Context: an optimization exercise on an open-source flow, tuned for small area, a short achievable clock period and few clock cycles per item. The choices shown serve that exercise and are no tape-out recipe.
RTL that was checked went through simulation tests only; none was proved equivalent to the original.
Only the layout flow was run in run 2; the RTL was not checked for function there.

==> flow/design.v, too long to show whole: its modules and the start of the top module <==
// module cmult_conj: 3849 lines
// module ifft_butterfly_stage: 108 lines
module ifft_butterfly_stage #(
   parameter int DW = 16,
   parameter int TW = 16,
   parameter int OW = 18
) (
   input  logic                 clk,
   input  logic                 rst,
   input  logic                 in_valid,
   output logic                 in_ready,
   input  logic signed [DW-1:0] in1_real,
   input  logic signed [DW-1:0] in1_imag,
   input  logic signed [DW-1:0] in2_real,
   input  logic signed [DW-1:0] in2_imag,
   input  logic signed [TW-1:0] twiddle_real,
   input  logic signed [TW-1:0] twiddle_imag,
   output logic                 out_valid,
   input  logic                 out_ready,
   output logic signed [OW-1:0] out1_real,
   output logic signed [OW-1:0] out1_imag,
   output logic signed [OW-1:0] out2_real,
   output logic signed [OW-1:0] out2_imag,
   output logic                 sat
);
  // ...
==> flow/flow/run.sh <==
#!/bin/bash
# Layout flow: the standard flow, with two changes between synthesis and floorplan/placement.
#  1. After the standard synthesis, flow/fixpol.py removes inverters around full-adder cells by
#     complementing full adders (all three inputs and both outputs) and swapping xor2/xnor2
#     cells. Registers, ports and the logic function are unchanged.
#  2. Ports are buffered with buf_4 cells instead of the default delay-buffer cells.
# Each tool's output goes to a log file of its own in this folder.
set -euo pipefail
R=orfs/results/sky130hd/ifft_butterfly_stage/base
bash standard.sh synth > log_synth.txt 2>&1
cp "$R/1_2_yosys.v" synth_standard.v
python3 flow/fixpol.py synth_standard.v "$R/1_2_yosys.v" > log_fixpol.txt 2>&1
export BUFFER_PORTS_ARGS="-buffer_cell sky130_fd_sc_hd__buf_4"
bash standard.sh finish > log_finish.txt 2>&1
==> flow/flow/fixpol.py <==
#!/usr/bin/env python3
"""Remove inverters around full-adder cells in a flat Yosys netlist of sky130_fd_sc_hd cells.

A full adder with every input complemented computes the complement of both outputs, so each
fa cell may be "flipped": fed the complements of its inputs, its outputs then carry the
complements of its logical sum and carry. xor2 and xnor2 cells may likewise swap type to
complement their output. This picks flips by local search to need as few inverters as possible,
then rewrites the netlist: every inverter (inv_N) in the netlist is removed and one inv_1 is
made for each signal that some pin needs in the polarity its driver does not give.
Registers, ports and all other cells keep exactly the logic values they had.

usage: fixpol.py IN.v OUT.v
"""
import re
import sys

src = open(sys.argv[1]).read()

m = re.search(r"\bmodule\s+(\w+)\s*\((.*?)\);", src, re.S)
modname = m.group(1)
body_start = m.end()
endm = src.rindex("endmodule")
body = src[body_start:endm]

# statements of the module body
stmts = [s.strip() for s in body.split(";")]
decls = []
cells = []  # (type, name, [(pin, net)])
inst_re = re.compile(r"^(\S+)\s+(\S+)\s*\((.*)\)$", re.S)
pin_re = re.compile(r"\.(\w+)\s*\(\s*([^()]*?)\s*\)")
ports_out = set()
ports_in = set()
for s in stmts:
    if not s:
        continue
    if re.match(r"^(input|output|wire|inout)\b", s):
        decls.append(s)
        mm = re.match(r"^(input|output)\s+(\[(\d+):(\d+)\]\s+)?(\S+)$", s)
        if mm:
            kind, _, hi, lo, name = mm.groups()
            names = [name] if hi is None else [f"{name}[{i}]" for i in range(int(lo), int(hi) + 1)]
            (ports_out if kind == "output" else ports_in).update(names)
        continue
    if s.startswith("assign"):
        sys.exit("fixpol: assign statements are not handled")
    mm = inst_re.match(s)
    if not mm:
        sys.exit(f"fixpol: cannot parse statement: {s[:80]}")
    typ, name, pins = mm.groups()
    cells.append([typ, name, pin_re.findall(pins)])

OUTPINS = {"X", "Y", "Q", "Q_N", "SUM", "COUT", "HI", "LO"}


def short(t):
    return t.replace("sky130_fd_sc_hd__", "")


def is_inv(t):
    return re.fullmatch(r"inv_\d+", short(t)) is not None


def is_fa(t):
    return re.fullmatch(r"fa_\d+", short(t)) is not None


def is_x2(t):
    return re.fullmatch(r"x(n?)or2_\d+", short(t)) is not None


driver = {}  # net -> (cell index, pin)
for ci, (t, n, pins) in enumerate(cells):
    for p, net in pins:
        if p in OUTPINS:
            driver[net] = (ci, p)

inv_of = {}  # inverter output net -> input net
for ci, (t, n, pins) in enumerate(cells):
    if is_inv(t):
        d = dict(pins)
        inv_of[d["Y"]] = d["A"]


def lit(net):
    pol = 0
    while net in inv_of:
        net = inv_of[net]
        pol ^= 1
    return net, pol


# Inverters whose output is a port stay as they are (the port keeps its own driver).
keep_inv = set()
for ci, (t, n, pins) in enumerate(cells):
    if is_inv(t) and dict(pins)["Y"] in ports_out:
        keep_inv.add(ci)

# Flippable objects: fa cells (inputs and outputs), xor2/xnor2 cells (output only).
flip_id = {}
for ci, (t, n, pins) in enumerate(cells):
    if is_fa(t) or is_x2(t):
        flip_id[ci] = len(flip_id)
x = [0] * len(flip_id)

# consumers: list of (root, base_pol, flipper or None)
# a consumer of a fa input pin needs root^base_pol^x[fa]; a fixed consumer needs root^base_pol.
uses = {}  # root -> list of (base_pol, flipper)
pin_lit = {}  # (ci, pin) -> (root, pol)
for ci, (t, n, pins) in enumerate(cells):
    if is_inv(t) and ci not in keep_inv:
        continue
    for p, net in pins:
        if p in OUTPINS:
            continue
        if net.startswith("1'") or net == "":
            continue
        r, pol = lit(net)
        pin_lit[(ci, p)] = (r, pol)
        f = flip_id[ci] if is_fa(t) else None
        uses.setdefault(r, []).append((pol, f))
# output ports that are driven through an inverter chain without a kept inverter are not
# possible (the chain ends at a kept inverter); ports driven directly count as a fixed use
for pnet in ports_out:
    if pnet in driver and not is_inv(cells[driver[pnet][0]][0]):
        uses.setdefault(pnet, []).append((0, None))


def avail(root):
    """Polarity the physical net of root carries (0: the logical value)."""
    d = driver.get(root)
    if d is None:
        return 0
    ci = d[0]
    if ci in flip_id:
        return x[flip_id[ci]]
    return 0


def root_cost(root):
    a = avail(root)
    for pol, f in uses.get(root, []):
        need = pol ^ (x[f] if f is not None else 0)
        if need != a:
            return 1
    return 0


# roots each flipper touches: its output roots and its input roots
touch = [set() for _ in flip_id]
for ci, fi in flip_id.items():
    for p, net in cells[ci][2]:
        if p in OUTPINS:
            touch[fi].add(net)
        elif (ci, p) in pin_lit and is_fa(cells[ci][0]):
            touch[fi].add(pin_lit[(ci, p)][0])

roots_all = set(uses)
before = sum(root_cost(r) for r in roots_all)
n_inv_before = sum(1 for t, n, p in cells if is_inv(t))
improved = True
passes = 0
while improved and passes < 50:
    improved = False
    passes += 1
    for fi in range(len(x)):
        rs = touch[fi]
        c0 = sum(root_cost(r) for r in rs)
        x[fi] ^= 1
        c1 = sum(root_cost(r) for r in rs)
        if c1 < c0:
            improved = True
        else:
            x[fi] ^= 1
# simulated annealing on top of the greedy result (deterministic seed)
import math, random
rng = random.Random(12345)
cur = sum(root_cost(r) for r in roots_all)
best = cur
best_x = list(x)
n = len(x)
if n:
    steps = 3000000
    for k in range(steps):
        T = 0.6 * (1 - k / steps) + 0.01
        fi = rng.randrange(n)
        rs = touch[fi]
        c0 = sum(root_cost(r) for r in rs)
        x[fi] ^= 1
        c1 = sum(root_cost(r) for r in rs)
        dlt = c1 - c0
        if dlt <= 0 or rng.random() < math.exp(-dlt / T):
            cur += dlt
            if cur < best:
                best = cur
                best_x = list(x)
        else:
            x[fi] ^= 1
    x[:] = best_x
after = sum(root_cost(r) for r in roots_all)

# Rewrite.
new_cells = []
new_wires = []
inv_net = {}  # root -> net carrying the complement of the physical net of root


def phys(root, need):
    """Net carrying logical value root^need."""
    if need == avail(root):
        return root
    if root not in inv_net:
        nn = f"_fixpol_{len(inv_net)}_"
        inv_net[root] = nn
        new_wires.append(nn)
    return inv_net[root]


for ci, (t, n, pins) in enumerate(cells):
    if is_inv(t) and ci not in keep_inv:
        continue
    newpins = []
    for p, net in pins:
        if p in OUTPINS or (ci, p) not in pin_lit:
            newpins.append((p, net))
            continue
        r, pol = pin_lit[(ci, p)]
        need = pol ^ (x[flip_id[ci]] if is_fa(t) else 0)
        newpins.append((p, phys(r, need)))
    if is_x2(t) and x[flip_id[ci]]:
        if "__xor2_" in t:
            t = t.replace("__xor2_", "__xnor2_")
            newpins = [("Y" if p == "X" else p, net) for p, net in newpins]
        else:
            t = t.replace("__xnor2_", "__xor2_")
            newpins = [("X" if p == "Y" else p, net) for p, net in newpins]
    new_cells.append((t, n, newpins))

for pnet in ports_out:
    d = driver.get(pnet)
    if d is not None and not is_inv(cells[d[0]][0]) and avail(pnet) != 0:
        sys.exit(f"fixpol: port {pnet} would change polarity")

for i, (root, nn) in enumerate(sorted(inv_net.items(), key=lambda kv: kv[1])):
    new_cells.append(("sky130_fd_sc_hd__inv_1", f"_fixpol_inv_{i}_", [("A", root), ("Y", nn)]))

out = [src[:body_start], "\n"]
for d in decls:
    out.append(f"  {d} ;\n")
for w in new_wires:
    out.append(f"  wire {w};\n")
for t, n, pins in new_cells:
    pl = ",\n".join(f"    .{p}({net}{' ' if net.startswith(chr(92)) else ''})" for p, net in pins)
    out.append(f"  {t} {n} (\n{pl}\n  );\n")
out.append("endmodule\n")
open(sys.argv[2], "w").write("".join(out))
flipped = sum(x)
sys.stderr.write(
    f"fixpol: {len(flip_id)} flippable cells, {flipped} flipped, {passes} passes; "
    f"inverters {n_inv_before} -> {len(inv_net) + len(keep_inv)} "
    f"(needed-complement roots {before} -> {after})\n"
)
==> flow/standard.sh <==
#!/bin/bash
# synth_recipe.tcl (not shown) runs the flow's synth.tcl, then flattens the netlist and writes it again
# the make line also repeats each setting of config.mk as NAME=value (left out here)
make -C /OpenROAD-flow-scripts/flow DESIGN_CONFIG=/design/flow/config.mk WORK_HOME=/design/flow/orfs CLKGATE_MAP_FILE= SYNTH_SCRIPT=/design/flow/synth_recipe.tcl "${@:-finish}"
==> flow/config.mk <==
export PLATFORM = sky130hd
export DESIGN_NAME = ifft_butterfly_stage
export DESIGN_NICKNAME = ifft_butterfly_stage
export VERILOG_FILES = /design/flow/design.v
export SDC_FILE = /design/flow/constraint.sdc
export NUM_CORES = 4
export LEC_CHECK = 0
export CAP_MARGIN = 20
export CORE_MARGIN = 2
export CORE_UTILIZATION = 55
export SETUP_SLACK_MARGIN = 4.0
export SLEW_MARGIN = 20
export TNS_END_PERCENT = 20
==> flow/constraint.sdc <==
create_clock -name core_clock -period 7.5 [get_ports {clk}]
set_input_delay 1.5000 -clock core_clock [delete_from_list [all_inputs] [get_ports {clk}]]
set_output_delay 1.5000 -clock core_clock [all_outputs]
set_load 0.01 [all_outputs]
==> summary.txt, run 1 <==
## CTS
* CTS sink cnt: 471
* clk slew on worst S/H paths: 0.06 ns
* hold_buf cts: 0
* post-CTS setup buffer count: 43
* clock tree buffer depth: 3

## Route
* first-pass iteration count of the detailed router: 6
* sum of routed wire segments on met1: 47.7 mm
* wire length per cell after detailed routing: 28.5 um

## Final layout
* multi-input combinational cell count: 2,463
* number of cells in the finished layout apart from fillers: 4,490
* net count reported at finish: 4,236
* antenna diode count: 0

## Timing
* setup ws final: 3.78 ns
* final-report setup violation count: 0
* final hold violations: 0
* setup repair after global routing missed its margin: true
* maximum frequency from static timing analysis: 269 MHz
* final period demand of the worst path: 3.72 ns

## Placement
* Placed Area: 42,900 um2
* Final GP Congestion: 0.920

## Min path
* min-delay worst type: reg2reg
* origin of the worst min-delay path: si2_q[14]$_DFFE_PP_

## Critical path
* CP Capture Point: pi3_q[18]$_DFFE_PP_
* Reg2Reg Depth: 13
* cell breakdown of the critical path: fa_1 > fa_2 > ha_4 > nand4_1 > buf_6 > nor2_2 > o32a_1 > a221oi_4 > buf_12 > or4_4 > a21oi_4 > or3_1 > nand3_1
* CP bufs+invs: 2
* Worst EP required: 7.86 ns

## Outcome
* run status: finished clean

## Die
* io pins: 175

Testbench counts, summed over its fixed seeds: cycles 16,024, items 16,000.
==> module ifft_butterfly_stage, before the edit <==
module ifft_butterfly_stage #(
   parameter int DW = 16,
   parameter int TW = 16,
   parameter int OW = 18
) (
   input  logic                 clk,
   input  logic                 rst,
   input  logic                 in_valid,
   output logic                 in_ready,
   input  logic signed [DW-1:0] in1_real,
   input  logic signed [DW-1:0] in1_imag,
   input  logic signed [DW-1:0] in2_real,
   input  logic signed [DW-1:0] in2_imag,
   input  logic signed [TW-1:0] twiddle_real,
   input  logic signed [TW-1:0] twiddle_imag,
   output logic                 out_valid,
   input  logic                 out_ready,
   output logic signed [OW-1:0] out1_real,
   output logic signed [OW-1:0] out1_imag,
   output logic signed [OW-1:0] out2_real,
   output logic signed [OW-1:0] out2_imag,
   output logic                 sat
);
   logic        adv, clipr, clipi, clip3;
   logic        v1_q, v2_q, v3_q, sat_q;
   logic [16:0] sr1_q, si1_q, sr2_q, si2_q, sr3_q, si3_q;
   logic [16:0] dr1_q, di1_q;
   logic [7:0]  one_r, two_r, neg_r, one_i, two_i, neg_i;
   logic [7:0]  oner_q, twor_q, negr_q, onei_q, twoi_q, negi_q;
   logic [18:0] re_d, im_d, pr3_q, pi3_q;
   assign adv      = !v3_q || out_ready;
   assign in_ready = adv;
   always_comb begin
      for (int j = 0; j < 8; j++) begin
         logic rb2, rb1, rb0, ib2, ib1, ib0;
         rb2 = twiddle_real[2*j+1];
         rb1 = twiddle_real[2*j];
         rb0 = (j == 0) ? 1'b0 : twiddle_real[2*j-1];
         ib2 = twiddle_imag[2*j+1];
         ib1 = twiddle_imag[2*j];
         ib0 = (j == 0) ? 1'b0 : twiddle_imag[2*j-1];
         one_r[j] = rb1 ^ rb0;
         two_r[j] = (rb2 & ~rb1 & ~rb0) | (~rb2 & rb1 & rb0);
         neg_r[j] = rb2;
         one_i[j] = ib1 ^ ib0;
         two_i[j] = (ib2 & ~ib1 & ~ib0) | (~ib2 & ib1 & ib0);
         neg_i[j] = ib2;
      end
   end
   assign clipr = pr3_q[18] ^ pr3_q[17];
   assign clipi = pi3_q[18] ^ pi3_q[17];
   assign clip3 = v3_q & (clipr | clipi);
   always_ff @(posedge clk or posedge rst) begin
      if (rst) begin
         v1_q  <= 1'b0;
         v2_q  <= 1'b0;
         v3_q  <= 1'b0;
         sat_q <= 1'b0;
      end else begin
         sat_q <= sat_q | clip3;
         if (adv) begin
            v1_q <= in_valid;
            v2_q <= v1_q;
            v3_q <= v2_q;
         end
      end
   end
   always_ff @(posedge clk) begin
      if (adv) begin
         sr1_q  <= {in1_real[15], in1_real} + {in2_real[15], in2_real};
         si1_q  <= {in1_imag[15], in1_imag} + {in2_imag[15], in2_imag};
         dr1_q  <= {in1_real[15], in1_real} - {in2_real[15], in2_real};
         di1_q  <= {in1_imag[15], in1_imag} - {in2_imag[15], in2_imag};
         oner_q <= one_r;
         twor_q <= two_r;
         negr_q <= neg_r;
         onei_q <= one_i;
         twoi_q <= two_i;
         negi_q <= neg_i;
         sr2_q  <= sr1_q;
         si2_q  <= si1_q;
         sr3_q  <= sr2_q;
         si3_q  <= si2_q;
         pr3_q  <= re_d;
         pi3_q  <= im_d;
      end
   end
   cmult_conj uMult (
      .clk    (clk),
      .adv_i  (adv),
      .dr     (dr1_q),
      .di     (di1_q),
      .one_r  (oner_q),
      .two_r  (twor_q),
      .neg_r  (negr_q),
      .one_i  (onei_q),
      .two_i  (twoi_q),
      .neg_i  (negi_q),
      .re_o   (re_d),
      .im_o   (im_d)
   );
   assign out_valid = v3_q;
   assign out1_real = {sr3_q[16], sr3_q};
   assign out1_imag = {si3_q[16], si3_q};
   assign out2_real = clipr ? {pr3_q[18], {17{~pr3_q[18]}}} : pr3_q[17:0];
   assign out2_imag = clipi ? {pi3_q[18], {17{~pi3_q[18]}}} : pi3_q[17:0];
   assign sat       = sat_q | clip3;
endmodule
==> run 2: changes to the inputs <==
--- a/flow/design.v
+++ b/flow/design.v
@@ -3014,17 +3014,18 @@
    assign re_s825 = re_s761 ^ re_q29_3 ^ re_c760;
    assign re_c826 = (re_s761 & re_q29_3) | (re_s761 & re_c760) | (re_q29_3 & re_c760);
    assign re_s827 = re_s763 ^ re_q30_3 ^ re_c762;
    assign re_c828 = (re_s763 & re_q30_3) | (re_s763 & re_c762) | (re_q30_3 & re_c762);
    assign re_s829 = re_s765 ^ re_c764 ^ 1'b1;
    assign re_c830 = (re_s765 & re_c764) | (re_s765 & 1'b1) | (re_c764 & 1'b1);
    assign re_a = {re_c766, re_s829, re_s827, re_s825, re_s823, re_s821, re_s819, re_s817, re_s815, re_s813, re_s811, re_s809, re_s807, re_s805, re_s803, re_s801, re_s799, re_s797, re_s795, re_s793, re_s791, re_s789, re_s787, re_s785, re_s783, re_s781, re_s779, re_s777, re_s775, re_s773, re_s771, re_s769, re_s767};
    assign re_b = {re_c830, re_c828, re_c826, re_c824, re_c822, re_c820, re_c818, re_c816, re_c814, re_c812, re_c810, re_c808, re_c806, re_c804, re_c802, re_c800, re_c798, re_c796, re_c794, re_c792, re_c790, re_c788, re_c786, re_c784, re_c782, re_c780, re_c778, re_c776, re_c774, re_c772, re_c770, re_c768, re_q0_3};
-   assign re_v = re_a + re_b;
+   ks_add_hi #(.W(33), .LO(14)) u_re_add (.a(re_a), .b(re_b), .s(re_v[32:14]));
+   assign re_v[13:0] = '0;
    assign re_res = re_v[32:14];
    assign im_pp831 = ((one_r[0] & di[0]) ^ neg_r[0]);
    assign im_pp832 = (((one_r[0] & di[1]) | (two_r[0] & di[0])) ^ neg_r[0]);
    assign im_pp833 = (((one_r[0] & di[2]) | (two_r[0] & di[1])) ^ neg_r[0]);
    assign im_pp834 = (((one_r[0] & di[3]) | (two_r[0] & di[2])) ^ neg_r[0]);
    assign im_pp835 = (((one_r[0] & di[4]) | (two_r[0] & di[3])) ^ neg_r[0]);
    assign im_pp836 = (((one_r[0] & di[5]) | (two_r[0] & di[4])) ^ neg_r[0]);
    assign im_pp837 = (((one_r[0] & di[6]) | (two_r[0] & di[5])) ^ neg_r[0]);
@@ -3848,21 +3849,104 @@
    assign im_s1655 = im_s1591 ^ im_q29_3 ^ im_c1590;
    assign im_c1656 = (im_s1591 & im_q29_3) | (im_s1591 & im_c1590) | (im_q29_3 & im_c1590);
    assign im_s1657 = im_s1593 ^ im_q30_3 ^ im_c1592;
    assign im_c1658 = (im_s1593 & im_q30_3) | (im_s1593 & im_c1592) | (im_q30_3 & im_c1592);
    assign im_s1659 = im_s1595 ^ im_c1594 ^ 1'b1;
    assign im_c1660 = (im_s1595 & im_c1594) | (im_s1595 & 1'b1) | (im_c1594 & 1'b1);
    assign im_a = {im_c1596, im_s1659, im_s1657, im_s1655, im_s1653, im_s1651, im_s1649, im_s1647, im_s1645, im_s1643, im_s1641, im_s1639, im_s1637, im_s1635, im_s1633, im_s1631, im_s1629, im_s1627, im_s1625, im_s1623, im_s1621, im_s1619, im_s1617, im_s1615, im_s1613, im_s1611, im_s1609, im_s1607, im_s1605, im_s1603, im_s1601, im_s1599, im_s1597};
    assign im_b = {im_c1660, im_c1658, im_c1656, im_c1654, im_c1652, im_c1650, im_c1648, im_c1646, im_c1644, im_c1642, im_c1640, im_c1638, im_c1636, im_c1634, im_c1632, im_c1630, im_c1628, im_c1626, im_c1624, im_c1622, im_c1620, im_c1618, im_c1616, im_c1614, im_c1612, im_c1610, im_c1608, im_c1606, im_c1604, im_c1602, im_c1600, im_c1598, im_q0_3};
-   assign im_v = im_a + im_b;
+   ks_add_hi #(.W(33), .LO(14)) u_im_add (.a(im_a), .b(im_b), .s(im_v[32:14]));
+   assign im_v[13:0] = '0;
    assign im_res = im_v[32:14];
    assign re_o   = re_res;
    assign im_o   = im_res;
 endmodule
+module ks_add #(
+   parameter int W = 17
+) (
+   input  logic [W-1:0] a,
+   input  logic [W-1:0] b,
+   input  logic         cin,
+   output logic [W-1:0] s
+);
+   localparam int L = $clog2(W + 1);
+   logic [L:0][W:0] g, p;
+   always_comb begin
+      g[0][0] = cin;
+      p[0][0] = 1'b0;
+      for (int i = 0; i < W; i++) begin
+         g[0][i+1] = a[i] & b[i];
+         p[0][i+1] = a[i] ^ b[i];
+      end
+      for (int l = 0; l < L; l++) begin
+         for (int i = 0; i <= W; i++) begin
+            if (i >= (1 << l)) begin
+               g[l+1][i] = g[l][i] | (p[l][i] & g[l][i-(1<<l)]);
+               p[l+1][i] = p[l][i] & p[l][i-(1<<l)];
+            end else begin
+               g[l+1][i] = g[l][i];
+               p[l+1][i] = p[l][i];
+            end
+         end
+      end
+      for (int i = 0; i < W; i++) s[i] = p[0][i+1] ^ g[L][i];
+   end
+endmodule
+module ks_add_hi #(
+   parameter int W  = 33,
+   parameter int LO = 14
+) (
+   input  logic [W-1:0]    a,
+   input  logic [W-1:0]    b,
+   output logic [W-1:LO]   s
+);
+   localparam int H  = W - LO;
+   localparam int LL = $clog2(LO);
+   localparam int LH = $clog2(H);
+   logic [LL:0][LO-1:0] gl, pl;
+   logic [LH:0][H-1:0]  gh, ph;
+   logic                c;
+   always_comb begin
+      for (int i = 0; i < LO; i++) begin
+         gl[0][i] = a[i] & b[i];
+         pl[0][i] = a[i] ^ b[i];
+      end
+      for (int l = 0; l < LL; l++) begin
+         for (int i = 0; i < LO; i++) begin
+            if (i >= (1 << l)) begin
+               gl[l+1][i] = gl[l][i] | (pl[l][i] & gl[l][i-(1<<l)]);
+               pl[l+1][i] = pl[l][i] & pl[l][i-(1<<l)];
+            end else begin
+               gl[l+1][i] = gl[l][i];
+               pl[l+1][i] = pl[l][i];
+            end
+         end
+      end
+      c = gl[LL][LO-1];
+      for (int i = 0; i < H; i++) begin
+         gh[0][i] = a[LO+i] & b[LO+i];
+         ph[0][i] = a[LO+i] ^ b[LO+i];
+      end
+      for (int l = 0; l < LH; l++) begin
+         for (int i = 0; i < H; i++) begin
+            if (i >= (1 << l)) begin
+               gh[l+1][i] = gh[l][i] | (ph[l][i] & gh[l][i-(1<<l)]);
+               ph[l+1][i] = ph[l][i] & ph[l][i-(1<<l)];
+            end else begin
+               gh[l+1][i] = gh[l][i];
+               ph[l+1][i] = ph[l][i];
+            end
+         end
+      end
+      s[LO] = ph[0][0] ^ c;
+      for (int i = 1; i < H; i++)
+         s[LO+i] = ph[0][i] ^ (gh[LH][i-1] | (ph[LH][i-1] & c));
+   end
+endmodule
 module ifft_butterfly_stage #(
    parameter int DW = 16,
    parameter int TW = 16,
    parameter int OW = 18
 ) (
    input  logic                 clk,
    input  logic                 rst,
    input  logic                 in_valid,
@@ -3879,17 +3963,17 @@
    output logic signed [OW-1:0] out1_imag,
    output logic signed [OW-1:0] out2_real,
    output logic signed [OW-1:0] out2_imag,
    output logic                 sat
 );
    logic        adv, clipr, clipi, clip3;
    logic        v1_q, v2_q, v3_q, sat_q;
    logic [16:0] sr1_q, si1_q, sr2_q, si2_q, sr3_q, si3_q;
-   logic [16:0] dr1_q, di1_q;
+   logic [16:0] dr1_q, di1_q, sr_d, si_d, dr_d, di_d;
    logic [7:0]  one_r, two_r, neg_r, one_i, two_i, neg_i;
    logic [7:0]  oner_q, twor_q, negr_q, onei_q, twoi_q, negi_q;
    logic [18:0] re_d, im_d, pr3_q, pi3_q;
    assign adv      = !v3_q || out_ready;
    assign in_ready = adv;
    always_comb begin
       for (int j = 0; j < 8; j++) begin
          logic rb2, rb1, rb0, ib2, ib1, ib0;
@@ -3922,34 +4006,38 @@
             v1_q <= in_valid;
             v2_q <= v1_q;
             v3_q <= v2_q;
          end
       end
    end
    always_ff @(posedge clk) begin
       if (adv) begin
-         sr1_q  <= {in1_real[15], in1_real} + {in2_real[15], in2_real};
-         si1_q  <= {in1_imag[15], in1_imag} + {in2_imag[15], in2_imag};
-         dr1_q  <= {in1_real[15], in1_real} - {in2_real[15], in2_real};
-         di1_q  <= {in1_imag[15], in1_imag} - {in2_imag[15], in2_imag};
+         sr1_q  <= sr_d;
+         si1_q  <= si_d;
+         dr1_q  <= dr_d;
+         di1_q  <= di_d;
          oner_q <= one_r;
          twor_q <= two_r;
          negr_q <= neg_r;
          onei_q <= one_i;
          twoi_q <= two_i;
          negi_q <= neg_i;
          sr2_q  <= sr1_q;
          si2_q  <= si1_q;
          sr3_q  <= sr2_q;
          si3_q  <= si2_q;
          pr3_q  <= re_d;
          pi3_q  <= im_d;
       end
    end
+   ks_add #(.W(17)) uSr (.a({in1_real[15], in1_real}), .b({in2_real[15], in2_real}), .cin(1'b0), .s(sr_d));
+   ks_add #(.W(17)) uSi (.a({in1_imag[15], in1_imag}), .b({in2_imag[15], in2_imag}), .cin(1'b0), .s(si_d));
+   ks_add #(.W(17)) uDr (.a({in1_real[15], in1_real}), .b(~{in2_real[15], in2_real}), .cin(1'b1), .s(dr_d));
+   ks_add #(.W(17)) uDi (.a({in1_imag[15], in1_imag}), .b(~{in2_imag[15], in2_imag}), .cin(1'b1), .s(di_d));
    cmult_conj uMult (
       .clk    (clk),
       .adv_i  (adv),
       .dr     (dr1_q),
       .di     (di1_q),
       .one_r  (oner_q),
       .two_r  (twor_q),
       .neg_r  (negr_q),
==> summary.txt, run 2 <==
## Outcome
* run status: finished clean, unchanged

## CTS
* total CTS buffers: 55, was 53
* clock tree root buffer cell: clkbuf_16, unchanged
* clock latency (worst-skew pair): 0.68 ns, was 0.65 ns
* clk slew on worst S/H paths: 0.06 ns, about the same
* clock tree buffer depth: 3, unchanged
* H-Tree Level Count: 2, unchanged
* TritonCTS clock tree: yes, unchanged
* CTS sink cnt: 471, unchanged

## Min path
* destination of the worst hold path: sr3_q[16]$_DFFE_PP_, was si3_q[14]$_DFFE_PP_
* min-delay worst type: reg2reg, unchanged
* number of cells on the worst hold path: 0, unchanged
* origin of the worst min-delay path: sr2_q[16]$_DFFE_PP_, was si2_q[14]$_DFFE_PP_

## Die
* starting density of the core: 55.5%, was 55.2%
* io pins: 175, unchanged
* Core Area: 74,400 um2, was 74,100 um2
* die span in x: 278 um, was 277 um
* Die Area: 77,400 um2, was 76,600 um2
* Row Count: 100, unchanged
* Die Y: 278 um, was 277 um

## Placement
* DP HPWL: 75.5 mm, was 74.5 mm
* Final GP Congestion: 0.885, was 0.920
* number of buffer cells added on primary ports: 174, unchanged

## Final layout
* most frequent standard cell in the layout excluding fill and tap cells: a22oi_1, unchanged
* antenna diode count: 0, unchanged
* largest registers ranked by flip-flop count: pi3_q: 19 flops, pr3_q: 19 flops, unchanged
* layout cell share with drive strength beyond 1: 15.0%, was 16.4%
* highest-count cells in the layout ignoring fill and taps: a22oi_1 (488), edfxtp_1 (467), fa_1 (460), xnor2_1 (456), buf_4 (257), was a22oi_1 (488), xnor2_1 (472), edfxtp_1 (467), fa_1 (456), buf_4 (254)
* net count reported at finish: 4,307, was 4,236
* signed area change from the synthesized netlist to the final layout: 14.2%, was 14.8%
* Fill cells: 5,705, was 5,762

## Critical path
* category of the critical setup timing path: reg2reg, unchanged
* nature of the critical path startpoint: flop, unchanged
* largest fanout on the critical path: 4, unchanged
* Worst setup EP type: flop, unchanged
* CP arrival: 3.99 ns, was 4.09 ns
* slack of the worst reg-to-reg path: 3.89 ns, was 3.78 ns
* end of the worst register-to-register path: pr3_q[18]$_DFFE_PP_, was pi3_q[18]$_DFFE_PP_
* Critical R2R Launch: uMult.re_q25_2$_DFFE_PP_, was uMult.im_q12_0$_DFFE_PP_
* Reg2Reg Depth: 10, was 13
* Worst EP required: 7.89 ns, was 7.86 ns

## Timing
* final setup skew: 0.0498 ns, was 0.0369 ns
* final slew viol count: 0, unchanged
* final worst-path cycle share: 48.1%, was 49.7%
* final-report setup violation count: 0, unchanged
* final period demand of the worst path: 3.61 ns, was 3.72 ns
* maximum frequency from static timing analysis: 277 MHz, was 269 MHz
* final hold violations: 0, unchanged
* setup repair after global routing missed its margin: true, unchanged
* setup total negative slack: 0 ns, unchanged
* worst slew margin relative to its limit: 24.6%, was 33.4%
* transition time at the pin with the least slew margin: 1.13 ns, was 0.998 ns
* post-route worst hold slack: 0.409 ns, was 0.418 ns

## GRT
* number of antenna violations at the first check in global routing: 1, was 2
* met1 demand-to-capacity share in global routing: 43.2%, was 42.6%
* met2 layer usage reported by global route: 52.1%, was 52.6%
* most crowded layer after global routing: met2, unchanged
* global-route wire length before repair: 192 mm, was 193 mm
* pin count of the biggest net entering global routing: 165, was 170
* GR Util All Layers: 32.8%, was 33.4%
* global route total overflow: 0, unchanged
* vias in the first global route: 31,741, was 31,681
* grt met3 use: 7.04%, was 10.5%

## Synth
* syn nets: 4,229, was 4,163
* number of warning messages in the yosys log: 4, was 2
* average footprint of a synthesized cell: 11.9 um2, was 12.0 um2
* summed instance area of the synthesized netlist: 41,300 um2, was 40,900 um2
* synthesized netlist cell count: 3,467, was 3,403

## Route
* total length of routed wires: 128 mm, about the same
* first-pass iteration count of the detailed router: 7, was 6
* Vias per Instance: 6.52, was 6.48
* total number of vias: 29,738, was 29,116
* initial detailed-routing violation count: 3,461, was 3,099
* wire length per cell after detailed routing: 28.0 um, was 28.5 um
* antenna viol nets, final: 0, unchanged
* final routed DRC violation total: 0, unchanged

## Run
* max-cap viol count: 0, unchanged

-- run 2: worst max path at each step --
stage / from / cells past startpoint / end / slack [ns]
2_1_floorplan: out_ready / 1 / in_ready / 1.26
3_3_place_gp: uMult.im_q8_2$_DFFE_PP_ / 10 / pi3_q[12]$_DFFE_PP_ / 3.13
3_5_place_dp: out_ready / 4 / si3_q[2]$_DFFE_PP_ / 3.13
4_1_cts: di1_q[7]$_DFFE_PP_ / 7 / uMult.im_q14_0$_DFFE_PP_ / 3.84
5_1_grt: uMult.re_q3_2$_DFFE_PP_ / 10 / pr3_q[18]$_DFFE_PP_ / 3.80
6_report: uMult.re_q25_2$_DFFE_PP_ / 10 / pr3_q[18]$_DFFE_PP_ / 3.89
-- run 2: metal layers --
layer,up-vias,routed length [um],share of wire (%)
li1,12404,-,-
met1,15095,49100,38
met2,1819,59100,46
met3,420,12900,10
met4,0,6460,5.1
met5,-,0,0
-- run 2: critical path: stages, from the launching register on --
cell and delay (ns):
edfxtp_1 0.41, fa_1 0.59, fa_1 0.48, ha_1 0.36
a21o_1 0.20, a21o_1 0.18, a21oi_2 0.19, nand2_1 0.07
or4_4 0.55, a21oi_2 0.15, and3b_1 0.18
-- run 2: per-stage QoR --
step	area (um2)	std cells	util (%)	worst slack (ns)
3_3_place_gp	43400	4382	58.3	3.13
3_5_place_dp	43400	4382	58.3	3.13
6_report	47200	4559	63.4	3.89
2_1_floorplan	41300	3467	-	1.26
5_1_grt	47200	4559	63.4	3.80
4_1_cts	46200	4528	62.0	3.84
-- run 2: layout make-up --
type | instances | area [um2] | share of cell area (%)
Multi-Input combinational cell | 2525 | 26000 | 55.1
Sequential cell | 471 | 14100 | 29.9
Timing Repair Buffer | 339 | 3350 | 7.10
Clock buffer | 67 | 1420 | 3.01
Tap cell | 969 | 1210 | 2.57
Inverter | 153 | 578 | 1.22
Clock inverter | 35 | 503 | 1.07
-- run 2: what timing repair did --
item                                    CTS  global route
gates resized for setup                  91           181
cloned                                    4             6
endpoints found under the setup margin  243           185
hold buffers                              0             0
buffers inserted                         40            25
pin swaps                                15            60

==> port drivers added, routing unchanged <==
No port has a modelled driver above. Below, the same layouts with a new extraction and two added sets of constraints.
Step 1 sets driving cells, clkbuf_16 on the clock port and buf_2 on the other inputs (assumed; they add their load-dependent delay and slew).
Step 2 also shifts input and output timing later by t, the mid clock arrival at the registers, as if the neighbouring blocks saw the same clock.
Slacks: ideal / step 1 / step 2; pairs: ideal / step 1.
run | t (ns) | slack for setup (ns) | clock arrival spread, ns
run 1 | 0.698 | 3.776 / 3.776 / 3.370 | 0.040 / 0.039
run 2 | 0.720 | 3.893 / 3.893 / 3.385 | 0.050 / 0.050
After both steps setup and hold are still met in every run listed. The setup slack of run 2, which loses most, moves by 0.000 ns with the drivers and by -0.508 ns with both steps.
